Background: an optimization exercise with open tools, aiming at small area, a short achievable clock period and few clock cycles per item. Do not read the settings as production practice.
Function was checked by simulation only, so behaviour that the tests miss may differ from the original.
No activity file was given, so power comes from the tool's default toggle rates.

$ cat config.mk
export PLATFORM = sky130hd
export DESIGN_NAME = dcc_packet_decoder
export DESIGN_NICKNAME = dcc_packet_decoder
export VERILOG_FILES = /design/flow/design.v
export SDC_FILE = /design/flow/constraint.sdc
export NUM_CORES = 4
export LEC_CHECK = 0
export CAP_MARGIN = 20
export CORE_MARGIN = 2
export CORE_UTILIZATION = 40
export SLEW_MARGIN = 20
$ cat constraint.sdc
create_clock -name core_clock -period 8.0 [get_ports {clk}]
set_input_delay 1.6000 -clock core_clock [delete_from_list [all_inputs] [get_ports {clk}]]
set_output_delay 1.6000 -clock core_clock [all_outputs]
set_load 0.01 [all_outputs]
$ cat design.v
package dcc_pkg;
  localparam logic [31:0] ONE_MIN_RST  = 32'd52;
  localparam logic [31:0] ONE_MAX_RST  = 32'd64;
  localparam logic [30:0] ONE_SKEW_RST = 31'd6;
  localparam logic [31:0] ZERO_MIN_RST = 32'd90;
  localparam logic [31:0] ZERO_MAX_RST = 32'd10000;
  localparam logic [1:0] ST_AWAIT    = 2'd0;
  localparam logic [1:0] ST_COLLECT  = 2'd1;
  localparam logic [1:0] ST_RECEIVED = 2'd2;
  localparam logic [1:0] ST_ERROR    = 2'd3;
  localparam int PKT_EDGES = 54;
  localparam int PRE_ONES  = 10;
endpackage
module dcc_ctrl (
  input  logic       clk,
  input  logic       rst_n,
  input  logic       in_valid,
  output logic       in_ready,
  output logic       acc,         
  input  logic       res_v,       
  input  logic [1:0] res_st,      
  output logic       out_valid,
  input  logic       out_ready,
  output logic [1:0] out_status,
  output logic       out_is_rcv   
);
  logic [1:0] q0_r, q1_r, q2_r;
  logic [1:0] qn_r;
  logic       in_ready_r;
  logic       ov_r;
  logic       q0_rcv_r;
  logic       take;
  logic [1:0] qn_nxt;
  logic [1:0] qm;          
  assign acc  = in_valid & in_ready_r;
  assign take = ov_r & out_ready;
  assign qm   = qn_r - {1'b0, take};
  assign qn_nxt = qm + {1'b0, res_v};
  always_ff @(posedge clk) begin
    if (!rst_n) begin
      qn_r       <= 2'd0;
      in_ready_r <= 1'b1;
      ov_r       <= 1'b0;
    end else begin
      qn_r       <= qn_nxt;
      ov_r       <= qn_nxt != 2'd0;
      in_ready_r <= ({1'b0, qn_nxt} + {2'b0, acc}) <= 3'd2;
    end
  end
  always_ff @(posedge clk) begin
    if (take) begin
      q0_r     <= q1_r;
      q0_rcv_r <= q1_r == dcc_pkg::ST_RECEIVED;
      q1_r     <= q2_r;
    end
    if (res_v) begin
      unique case (qm)
        2'd0: begin q0_r <= res_st; q0_rcv_r <= res_st == dcc_pkg::ST_RECEIVED; end
        2'd1: q1_r <= res_st;
        default: q2_r <= res_st;
      endcase
    end
  end
  assign in_ready   = in_ready_r;
  assign out_valid  = ov_r;
  assign out_status = q0_r;
  assign out_is_rcv = q0_rcv_r;
endmodule
module dcc_dpath (
  input  logic        clk,
  input  logic        rst_n,
  input  logic        acc,
  input  logic        in_operation,
  input  logic [31:0] in_edge_time,
  input  logic        cfg_valid,
  input  logic [2:0]  cfg_index,
  input  logic [31:0] cfg_data,
  output logic        res_v,
  output logic [1:0]  res_st,
  output logic [23:0] pkt
);
  logic [31:0] one_min_r, one_max_r, zero_min_r, zero_max_r;
  logic [30:0] one_skew_r;
  always_ff @(posedge clk) begin
    if (!rst_n) begin
      one_min_r  <= dcc_pkg::ONE_MIN_RST;
      one_max_r  <= dcc_pkg::ONE_MAX_RST;
      one_skew_r <= dcc_pkg::ONE_SKEW_RST;
      zero_min_r <= dcc_pkg::ZERO_MIN_RST;
      zero_max_r <= dcc_pkg::ZERO_MAX_RST;
    end else if (cfg_valid) begin
      case (cfg_index)
        3'd0: one_min_r  <= cfg_data;
        3'd1: one_max_r  <= cfg_data;
        3'd2: one_skew_r <= cfg_data[30:0];
        3'd3: zero_min_r <= cfg_data;
        3'd4: zero_max_r <= cfg_data;
        default: ;
      endcase
    end
  end
  logic [31:0] t_r, d_r;
  logic        gt_r, v_r, op_r;
  logic [32:0] d_sub;
  assign d_sub = {1'b0, in_edge_time} - {1'b0, t_r};
  always_ff @(posedge clk) begin
    if (!rst_n) begin
      t_r <= '0;
      v_r <= 1'b0;
    end else begin
      v_r <= acc;
      if (acc && !in_operation)
        t_r <= in_edge_time;
    end
  end
  always_ff @(posedge clk) begin
    if (acc) begin
      op_r <= in_operation;
      if (!in_operation) begin
        d_r  <= d_sub[31:0];
        gt_r <= !d_sub[32] && d_sub[31:0] != '0;
      end
    end
  end
  logic [31:0] d1_r;
  logic        p1_r, p0_r;    
  logic        in1, in0, skew_ok, is_one, is_zero, is_bad;
  logic [32:0] dd;
  logic [31:0] adiff;
  assign in1 = d_r >= one_min_r  && d_r <= one_max_r;
  assign in0 = d_r >= zero_min_r && d_r <= zero_max_r;
  assign dd  = {1'b0, d1_r} - {1'b0, d_r};
  assign adiff = dd[32] ? (d_r - d1_r) : dd[31:0];
  assign skew_ok = adiff <= {1'b0, one_skew_r};
  assign is_one  = p1_r && gt_r && in1 && skew_ok;
  assign is_zero = !is_one && p0_r && gt_r && in0;
  assign is_bad  = !is_one && !is_zero;
  logic push;
  assign push = v_r && !op_r;
  always_ff @(posedge clk) begin
    if (!rst_n) begin
      p1_r <= 1'b0;
      p0_r <= 1'b0;
    end else if (push) begin
      p1_r <= gt_r && in1;
      p0_r <= gt_r && in0;
    end
  end
  always_ff @(posedge clk) begin
    if (push)
      d1_r <= d_r;
  end
  logic [3:0] run_a_r, run_b_r;
  logic [1:0] st_r, st_nxt;
  logic [5:0] esc_r, esc_nxt;
  logic       fail_r, fail_nxt;
  logic [23:0] sr_r;
  logic       shift;
  always_comb begin
    st_nxt   = st_r;
    esc_nxt  = esc_r;
    fail_nxt = fail_r;
    shift    = 1'b0;
    if (op_r) begin
      st_nxt = dcc_pkg::ST_AWAIT;
    end else if (st_r == dcc_pkg::ST_AWAIT) begin
      if (is_zero && run_a_r == 4'(dcc_pkg::PRE_ONES)) begin
        st_nxt   = dcc_pkg::ST_COLLECT;
        esc_nxt  = '0;
        fail_nxt = 1'b0;
      end
    end else if (st_r == dcc_pkg::ST_COLLECT) begin
      esc_nxt = esc_r + 1'b1;
      if (!esc_nxt[0]) begin
        if (esc_nxt == 6'd18 || esc_nxt == 6'd36) begin
          if (!is_zero) fail_nxt = 1'b1;
        end else if (esc_nxt == 6'(dcc_pkg::PKT_EDGES)) begin
          if (!is_one) fail_nxt = 1'b1;
        end else begin
          if (is_bad) fail_nxt = 1'b1;
          shift = 1'b1;
        end
      end
      if (esc_nxt == 6'(dcc_pkg::PKT_EDGES))
        st_nxt = fail_nxt ? dcc_pkg::ST_ERROR : dcc_pkg::ST_RECEIVED;
    end
  end
  always_ff @(posedge clk) begin
    if (!rst_n) begin
      run_a_r <= '0;
      run_b_r <= '0;
      st_r    <= dcc_pkg::ST_AWAIT;
      esc_r   <= '0;
      fail_r  <= 1'b0;
    end else if (v_r) begin
      st_r   <= st_nxt;
      esc_r  <= esc_nxt;
      fail_r <= fail_nxt;
      if (!op_r) begin
        run_a_r <= run_b_r;
        run_b_r <= !is_one ? 4'd0 :
                   (run_a_r == 4'(dcc_pkg::PRE_ONES)) ? run_a_r : run_a_r + 1'b1;
      end
    end
  end
  always_ff @(posedge clk) begin
    if (v_r && shift)
      sr_r <= {sr_r[22:0], is_one};
  end
  assign res_v  = v_r;
  assign res_st = st_nxt;
  assign pkt    = sr_r;
endmodule
module dcc_packet_decoder (
  input  logic        clk,
  input  logic        rst_n,
  input  logic        in_valid,
  output logic        in_ready,
  input  logic        in_operation,
  input  logic [31:0] in_edge_time,
  output logic        out_valid,
  input  logic        out_ready,
  output logic [1:0]  out_decoder_status,
  output logic [7:0]  out_address_byte,
  output logic [7:0]  out_instruction_byte,
  output logic [7:0]  out_check_byte,
  input  logic        cfg_valid,
  output logic        cfg_ready,
  input  logic [2:0]  cfg_index,
  input  logic [31:0] cfg_data
);
  logic        acc, res_v, out_is_rcv;
  logic [1:0]  res_st;
  logic [23:0] pkt;
  assign cfg_ready = 1'b1;
  dcc_ctrl u_ctrl (
    .clk        (clk),
    .rst_n      (rst_n),
    .in_valid   (in_valid),
    .in_ready   (in_ready),
    .acc        (acc),
    .res_v      (res_v),
    .res_st     (res_st),
    .out_valid  (out_valid),
    .out_ready  (out_ready),
    .out_status (out_decoder_status),
    .out_is_rcv (out_is_rcv)
  );
  dcc_dpath u_dpath (
    .clk          (clk),
    .rst_n        (rst_n),
    .acc          (acc),
    .in_operation (in_operation),
    .in_edge_time (in_edge_time),
    .cfg_valid    (cfg_valid),
    .cfg_index    (cfg_index),
    .cfg_data     (cfg_data),
    .res_v        (res_v),
    .res_st       (res_st),
    .pkt          (pkt)
  );
  assign {out_address_byte, out_instruction_byte, out_check_byte} =
    pkt & {24{out_is_rcv}};
endmodule
$ cat run.sh
#!/bin/bash
# synth_recipe.tcl (not shown) runs the flow's synth.tcl, then flattens the netlist and writes it again
# the make line also repeats each setting of config.mk as NAME=value (left out here)
make -C /OpenROAD-flow-scripts/flow DESIGN_CONFIG=/design/flow/config.mk WORK_HOME=/design/flow/orfs CLKGATE_MAP_FILE= SYNTH_SCRIPT=/design/flow/synth_recipe.tcl finish
==> summary.txt, run 1 <==
Final period demand of the worst path = 6410 ps
Required time reported for the critical path endpoint = 8490 ps
Count of pins over their slew limit = 0
Clock sink count = 312
Startpoint type of the worst setup path = flop
Met1 capacity usage during global routing = 0.298
Die Wd = 230 um
Antenna violation net count after detailed routing = 0
Number of buffers inserted for hold repair after clock tree synthesis = 0
Largest fanout of any net on the critical path = 32
Top post-synthesis cells by area = sky130_fd_sc_hd__dfxtp_1 22%, sky130_fd_sc_hd__ha_1 16%, sky130_fd_sc_hd__edfxtp_1 14%, sky130_fd_sc_hd__nand2_1 8.9%, sky130_fd_sc_hd__a21oi_1 8.8%
Min-delay worst type = reg -> reg
Largest net degree at the start of global routing = 99
Fraction of met3 tracks used by global routing = 0.0281
Mean cell area of the mapped netlist = 8.00 um2
Deepest clock path buffer count = 3
Type of the setup path with the least slack = reg -> reg
Final Cycle Share = 0.801
GP Congestion = 0.906
Count of final hold-check violations = 0
List of most frequent post-synthesis cells = 483 x sky130_fd_sc_hd__nand2_1, 357 x sky130_fd_sc_hd__a21oi_1, 309 x sky130_fd_sc_hd__inv_1
Fill cell instance count of the final layout = 5042
Synthesized cell area = 20400 um2
EDFF count, synth = 92
Synth area leader = sky130_fd_sc_hd__dfxtp_1
Final worst-path setup slack = 1590 ps
Achievable Freq = 156 MHz
Leakage power of the design = 0.00892 uW
Initial standard-cell utilization of the core = 0.406
Vert. Die Dim = 230 um
Unrepaired setup endpoints after global routing = false
Antenna Cells = 0
Count of cell types in the netlist = 73
Actual slew at the worst max-slew pin = 1010 ps
Area share of the largest cell type after synthesis = 0.216
Post-layout net count = 2939
YS warnings = 2
Clk Tree Root Cell = sky130_fd_sc_hd__clkbuf_16
Final global-route overflow total = 0
Buffers inserted during post-CTS setup optimization = 0
Num ports = 102
H-tree levels = 2
Most numerous cell in the Yosys netlist = sky130_fd_sc_hd__nand2_1
Syn nets = 2891
FF+latch count, synth = 312
Iteration-0 DRC count of the detailed router = 1131
Count of unresolved DRC violations after routing = 0
Total Power Consumption = 4950 uW
Resized Gates After CTS = 0
Number of global-route vias before repair = 17500
First-pass DRT Iterations = 5
TritonCTS Buffers = 39
Fraction of layout cells with a size suffix above 1 = 0.0418
Total number of vias = 17800
Global-route wire length before repair = 95.3 mm
Full die area = 52800 um2
Share of the yosys chip area belonging to registers = 0.351
Number of endpoints failing setup at the final stage = 0
Max Clock Skew = 27.9 ps
Crit end category = flop
Final wirelength = 60.7 mm
Antenna violations before repair = 1
Drt wl/cell = 18.4 um
Area growth from synthesis to layout = 13.9%
Clk Latency, worst-skew pair = 570 ps
Worst rel slew slack = 0.320
Clk slew on worst S/H paths = 60 ps
Max capacitance violation total = 0
Post-synthesis instance total = 2551
Post-Place Worst Slack = 1690 ps
Number of buffers added on ports = 100
Run status = finished clean
Combined global-route utilization of all metal layers = 0.227
Met2 layer usage reported by global route = 0.385
Total negative slack = 0 ps
VDD IR max = 0.166 mV
Cell row count = 82
Synth Flop Type = sky130_fd_sc_hd__dfxtp_1
Async set-reset flop share out of synthesis = 0
Core ar. = 50300 um2
CTS tree = yes
Via density per instance = 5.39
HPWL Detailed = 46.4 mm
Layer carrying the most global-route usage = met2
Data arrival time of the critical path = 6910 ps
Areal power density over the cells = 213 nW/um2
## logic make-up after synthesis
| family | count (synthesis) | share of synthesized area |
|---|---|---|
| simple gates | 819 | 0.180 |
| compound gates | 660 | 0.192 |
| buf+inv | 416 | 0.0772 |
| flops | 312 | 0.351 |
| fa+ha+maj | 267 | 0.165 |
| xor+xnor | 54 | 0.0232 |
| mux | 22 | 0.0113 |
| other cells | 1 | 0.000184 |
## cell usage in the layout, fill, tap and decap left out, types with 8 or more instances in the layout
master                            instances
sky130_fd_sc_hd__nand4_1                 40
sky130_fd_sc_hd__nor3_1                  28
sky130_fd_sc_hd__o21a_1                   9
sky130_fd_sc_hd__xor2_1                  20
sky130_fd_sc_hd__o21ai_0                 90
sky130_fd_sc_hd__nand2b_1                11
sky130_fd_sc_hd__nor2b_1                 14
sky130_fd_sc_hd__nand2_1                482
sky130_fd_sc_hd__a211oi_1                20
sky130_fd_sc_hd__o21bai_1                20
sky130_fd_sc_hd__a221oi_1                 9
sky130_fd_sc_hd__mux2i_1                 14
sky130_fd_sc_hd__a21oi_1                356
sky130_fd_sc_hd__or3_1                    8
sky130_fd_sc_hd__nand3_1                 49
sky130_fd_sc_hd__dfxtp_1                220
sky130_fd_sc_hd__nor4_1                  12
sky130_fd_sc_hd__clkdlybuf4s50_1        100
sky130_fd_sc_hd__o211ai_1                30
sky130_fd_sc_hd__and4_1                   9
sky130_fd_sc_hd__and2_1                  35
sky130_fd_sc_hd__mux2_2                   8
sky130_fd_sc_hd__a21o_1                  34
sky130_fd_sc_hd__edfxtp_1                92
sky130_fd_sc_hd__ha_1                   264
sky130_fd_sc_hd__and3_1                  10
sky130_fd_sc_hd__nor2_1                  88
sky130_fd_sc_hd__a31oi_1                 16
sky130_fd_sc_hd__xnor2_1                 34
sky130_fd_sc_hd__clkbuf_16               41
sky130_fd_sc_hd__buf_4                   14
sky130_fd_sc_hd__inv_1                  307
## cell type report
type / instances / area [um2] / area share
clock inverter: 22 / 179 / 0.00770
tap: 672 / 841 / 0.0362
multi-input combinational: 1823 / 11700 / 0.503
sequential: 312 / 7170 / 0.309
timing repair buffer: 114 / 1110 / 0.0476
clock buffer: 50 / 1080 / 0.0465
inverter: 309 / 1160 / 0.0501
## worst max-delay path: stages, from the launching register on
cell	delay (ps)
sky130_fd_sc_hd__edfxtp_1	500
sky130_fd_sc_hd__ha_1	470
sky130_fd_sc_hd__a21oi_1	190
sky130_fd_sc_hd__nor2_1	60
sky130_fd_sc_hd__a211oi_1	330
sky130_fd_sc_hd__o221ai_1	310
sky130_fd_sc_hd__a21oi_4	550
sky130_fd_sc_hd__buf_4	450
sky130_fd_sc_hd__mux2i_1	230
sky130_fd_sc_hd__a21oi_1	90
sky130_fd_sc_hd__o21ai_0	360
sky130_fd_sc_hd__a31oi_1	160
sky130_fd_sc_hd__xnor2_1	170
sky130_fd_sc_hd__ha_1	340
sky130_fd_sc_hd__a211o_1	310
sky130_fd_sc_hd__a311oi_1	210
sky130_fd_sc_hd__nand4_1	110
sky130_fd_sc_hd__a21boi_0	580
sky130_fd_sc_hd__a311oi_1	280
sky130_fd_sc_hd__nor2_1	360
sky130_fd_sc_hd__o221a_2	260
## registers in the layout, indices dropped and copies added, names as in the netlist, 2 cells and up
register and flops:
u_dpath.t_r 32, u_dpath.sr_r 24, u_dpath.run_a_r 4, u_dpath.zero_max_r 32
u_dpath.one_min_r 32, u_ctrl.q2_r 2, u_ctrl.q1_r 2, u_dpath.st_r 2
u_dpath.d1_r 32, u_dpath.one_skew_r 31, u_ctrl.q0_r 2, u_dpath.esc_r 6
u_ctrl.qn_r 2, u_dpath.zero_min_r 32, u_dpath.d_r 32, u_dpath.run_b_r 4
u_dpath.one_max_r 32
## power by group
| part | internal (uW) | switching (uW) |
|---|---|---|
| registers | 1730 | 91.4 |
| clock network | 1020 | 713 |
| logic | 568 | 829 |
| total | 3320 | 1630 |
## through the flow
| step | cell area [um2] | cells | hold slack, ps | util |
|---|---|---|---|---|
| floorplan | 20400 | 2551 | 418 | - |
| global placement | 22000 | 3230 | 425 | 0.437 |
| detailed placement | 22000 | 3230 | 427 | 0.437 |
| CTS | 23200 | 3302 | 442 | 0.462 |
| global route | 23200 | 3302 | 453 | 0.462 |
| finish | 23200 | 3302 | 441 | 0.462 |
## worst paths after layout
path | startpoint | endpoint | slack (ps) | depth (start not counted)
max | u_dpath.d_r[25] | u_dpath.esc_r[0] | 1590 | 20
min reg2reg | u_dpath.sr_r[8] | u_dpath.sr_r[9] | 440 | 0
max reg2reg | u_dpath.d_r[25] | u_dpath.esc_r[0] | 1590 | 20
min | u_dpath.sr_r[8] | u_dpath.sr_r[9] | 440 | 0
## per-layer routing
| metal | up-vias | share of wire |
|---|---|---|
| met5 | - | 0 |
| met4 | 0 | 0.030 |
| met3 | 94 | 0.049 |
| met2 | 405 | 0.47 |
| met1 | 8433 | 0.45 |
| li1 | 8879 | - |
Testbench counts, summed over its fixed seeds: cycles 16,443, items 16,427.
==> run 2, diff against run 1 <==
--- a/config.mk
+++ b/config.mk
@@ -5,7 +5,9 @@
 export SDC_FILE = /design/flow/constraint.sdc
 export NUM_CORES = 4
 export LEC_CHECK = 0
+export ABC_CLOCK_PERIOD_IN_PS = 4000
 export CAP_MARGIN = 20
 export CORE_MARGIN = 2
 export CORE_UTILIZATION = 40
+export SETUP_SLACK_MARGIN = 4
 export SLEW_MARGIN = 20
==> run 2 against run 1 <==
Register-to-register slack improved by 1400 ps. Largest cell class unchanged. Wire length rose by 7.5%. Non-clock buffer count rose by 110. Largest power group is now clock. Clock skew fell by 1.8 ps.
==> summary.txt, run 2 <==
EDFF count, synth = 92
Final period demand of the worst path = 5000 ps
Count of pins over their slew limit = 0
Initial standard-cell utilization of the core = 0.406
Clock sink count = 312
Worst rel slew slack = 0.263
Worst Min Path Start = u_dpath.sr_r[20]
Met2 layer usage reported by global route = 0.400
Final worst-path setup slack = 3000 ps
Area share of the largest cell type after synthesis = 0.216
Global-route wire length before repair = 101 mm
Synthesized cell area = 20400 um2
Most numerous cell in the Yosys netlist = sky130_fd_sc_hd__nand2_1
Met1 capacity usage during global routing = 0.311
Worst R2R Path Depth = 23
Fraction of met3 tracks used by global routing = 0.0417
TritonCTS Buffers = 39
Top post-synthesis cells by area = sky130_fd_sc_hd__dfxtp_1 22%, sky130_fd_sc_hd__ha_1 16%, sky130_fd_sc_hd__edfxtp_1 14%, sky130_fd_sc_hd__nand2_1 8.9%, sky130_fd_sc_hd__a21oi_1 8.8%
Placement Cell Area = 22000 um2
Mean cell area of the mapped netlist = 8.00 um2
Crit Reg-Reg Endpoint = u_ctrl.q2_r[0]
Total negative slack = 0 ps
Leakage power of the design = 0.00971 uW
Final global-route overflow total = 0
Count of unresolved DRC violations after routing = 0
GP Congestion = 0.894
Post-Place Worst Slack = 2070 ps
Largest fanout of any net on the critical path = 5
Via density per instance = 5.50
Top library cells by usage in the layout, fill and taps aside = 482 x sky130_fd_sc_hd__nand2_1, 335 x sky130_fd_sc_hd__a21oi_1, 303 x sky130_fd_sc_hd__inv_1, 220 x sky130_fd_sc_hd__dfxtp_1, 215 x sky130_fd_sc_hd__ha_1
Number of buffers added on ports = 100
Cell row count = 82
Final Cycle Share = 0.625
Post-layout net count = 3050
Count of final hold-check violations = 0
Minimum setup slack among reg-to-reg paths = 3000 ps
Max Clock Skew = 26.1 ps
Full die area = 52800 um2
Final wirelength = 65.3 mm
CP bufs+invs = 5
Layer carrying the most global-route usage = met2
Number of endpoints failing setup at the final stage = 0
Number of buffers inserted for hold repair after clock tree synthesis = 0
Antenna Cells = 0
Type of the setup path with the least slack = reg -> reg
Antenna violations before repair = 0
Areal power density over the cells = 214 nW/um2
List of most frequent post-synthesis cells = 483 x sky130_fd_sc_hd__nand2_1, 357 x sky130_fd_sc_hd__a21oi_1, 309 x sky130_fd_sc_hd__inv_1
Required time reported for the critical path endpoint = 8310 ps
Worst hold path depth = 0
Async set-reset flop share out of synthesis = 0
Largest net degree at the start of global routing = 111
Die Wd = 230 um
YS warnings = 2
VDD IR max = 0.162 mV
Share of the yosys chip area belonging to registers = 0.351
Post-synthesis instance total = 2551
Most common cell after layout, fill and taps aside = sky130_fd_sc_hd__nand2_1
Fraction of layout cells with a size suffix above 1 = 0.134
Achievable Freq = 200 MHz
Run status = finished clean
Startpoint type of the worst setup path = flop
Launch point of the worst path = u_dpath.d_r[31]
Post-Layout Inst Area = 25400 um2
Data arrival time of the critical path = 5300 ps
Drt wl/cell = 19.1 um
Area growth from synthesis to layout = 24.6%
Synth Flop Type = sky130_fd_sc_hd__dfxtp_1
Number of global-route vias before repair = 18600
Synth area leader = sky130_fd_sc_hd__dfxtp_1
Top delay family on crit path = compound AO/OA/AOI/OAI gates
Vert. Die Dim = 230 um
Count of cell types in the netlist = 73
Iteration-0 DRC count of the detailed router = 1017
Reg-to-reg critical path startpoint = u_dpath.d_r[31]
Unrepaired setup endpoints after global routing = true
Clk Tree Root Cell = sky130_fd_sc_hd__clkbuf_16
H-tree levels = 2
Max capacitance violation total = 0
Syn nets = 2891
Min-delay worst type = reg -> reg
Deepest clock path buffer count = 3
Total number of vias = 18800
Actual slew at the worst max-slew pin = 1100 ps
Antenna violation net count after detailed routing = 0
FF+latch count, synth = 312
Worst Hold End = u_dpath.sr_r[21]
Clk slew on worst S/H paths = 60 ps
HPWL Detailed = 46.3 mm
Combined global-route utilization of all metal layers = 0.243
Crit end category = flop
Num ports = 102
First-pass DRT Iterations = 5
Core ar. = 50300 um2
Critical Path Slowest Stage Cell = sky130_fd_sc_hd__edfxtp_1
Crit-path cells = inv_1 -> ha_1 -> nand4_1 -> or2_2 -> o221ai_4 -> a21oi_4 -> buf_4 -> buf_8 -> nor3_2 -> a31oi_1 -> a221o_1 -> a31oi_2 -> xnor2_1 -> ha_1 -> a211o_1 -> a311oi_2 -> nand4_1 -> a21boi_2 -> buf_6 -> buf_4 -> a31oi_4 -> o21bai_4 -> nor2_1
Stage delay of the slowest cell on the critical path = 410 ps
Clk Latency, worst-skew pair = 570 ps
CTS tree = yes
-- run 2: cell count changes in the layout (fill, tap and decap cells not counted), sizes merged, moves of 2 or more --
cell	before	now
buf	14	128
clkinv	15	11
clkdlybuf4s15	0	2
clkdlybuf4s50	100	80
clkinvlp	2	0
dlygate4sd2	0	10
bufinv	2	5
bufbuf	0	2
clkbuf	50	55
-- run 2: worst max-delay path by stage --
stage	cells after the start	to
floorplan	12	u_dpath.gt_r
global placement	12	u_dpath.gt_r
detailed placement	20	u_ctrl.q2_r[0]
CTS	25	u_ctrl.q0_r[0]
global route	26	u_ctrl.q0_r[0]
finish	23	u_ctrl.q2_r[0]
-- run 2: where the power goes --
group,leakage [uW],switching [uW],internal [uW]
logic,0.00642,984,774
clock network,0.000670,725,1150
registers,0.00263,77.3,1730
-- run 2: cells by family after synthesis --
kind of cell    count (synthesis)  synth area share
simple gates                  819             0.180
compound gates                660             0.192
buf+inv                       416            0.0772
flops                         312             0.351
fa+ha+maj                     267             0.165
xor+xnor                       54            0.0232
mux                            22            0.0113
other cells                     1          0.000184
-- run 2: repair_timing --
| item | 4_1_cts | 5_1_grt |
|---|---|---|
| pin swaps | 62 | 42 |
| gates cloned | 3 | 0 |
| resized for setup | 200 | 71 |
| endpoints found under the setup margin | 27 | 23 |
| setup buffers | 88 | 19 |
-- run 2: cell type report --
class / count / area, um2
fill: 4748 / 24900
multi-input combinational: 1824 / 12800
sequential: 312 / 7170
timing repair buffer: 224 / 2080
inverter: 309 / 1170
clock buffer: 53 / 1120
tap: 672 / 841
clock inverter: 19 / 239
-- run 2: per-layer routing --
layer,vias to the layer above,wire [um]
met5,-,0
met2,499,30100
li1,9115,-
met3,142,3380
met4,0,2880
met1,9009,29000
-- run 2: stage by stage --
step | util | instances | hold WS (ps) | power [uW]
finish | 0.506 | 3413 | 441 | 5430
global placement | 0.439 | 3231 | 426 | 3220
floorplan | - | 2551 | 418 | 2780
global route | 0.506 | 3413 | 454 | 5710
CTS | 0.498 | 3394 | 441 | 5370
detailed placement | 0.439 | 3231 | 430 | 3250

-- static timing again, ports no longer ideal --
Ports are ideal in the flow. The routed layouts listed here were re-timed in OpenROAD.
Step 1: set_driving_cell puts a clkbuf_16 on clk and a buf_2 on each other input, an assumption about the parent block.
Step 2 times the ports against the registers' clock, not the clock port: input delays grow and output delays shrink by t, the midpoint of the rising clock arrivals with the driver on.
Three values: ideal ports, drivers, drivers and shift; two values: the first two.
run	t, ns	setup WS [ns]	hold WS [ns]	slew at the worst register clock pin (ns)	worst slew at a driven data input, ns
run 1	0.613	1.589 / 1.589 / 1.589	0.441 / 0.441 / 0.441	0.06 / 0.06	0.10
run 2	0.617	3.003 / 3.003 / 2.819	0.441 / 0.441 / 0.441	0.06 / 0.06	0.09
After both steps every run listed still meets setup and hold. The setup slack of run 2, which loses most, moves by 0.000 ns with the drivers and by -0.184 ns with both steps.
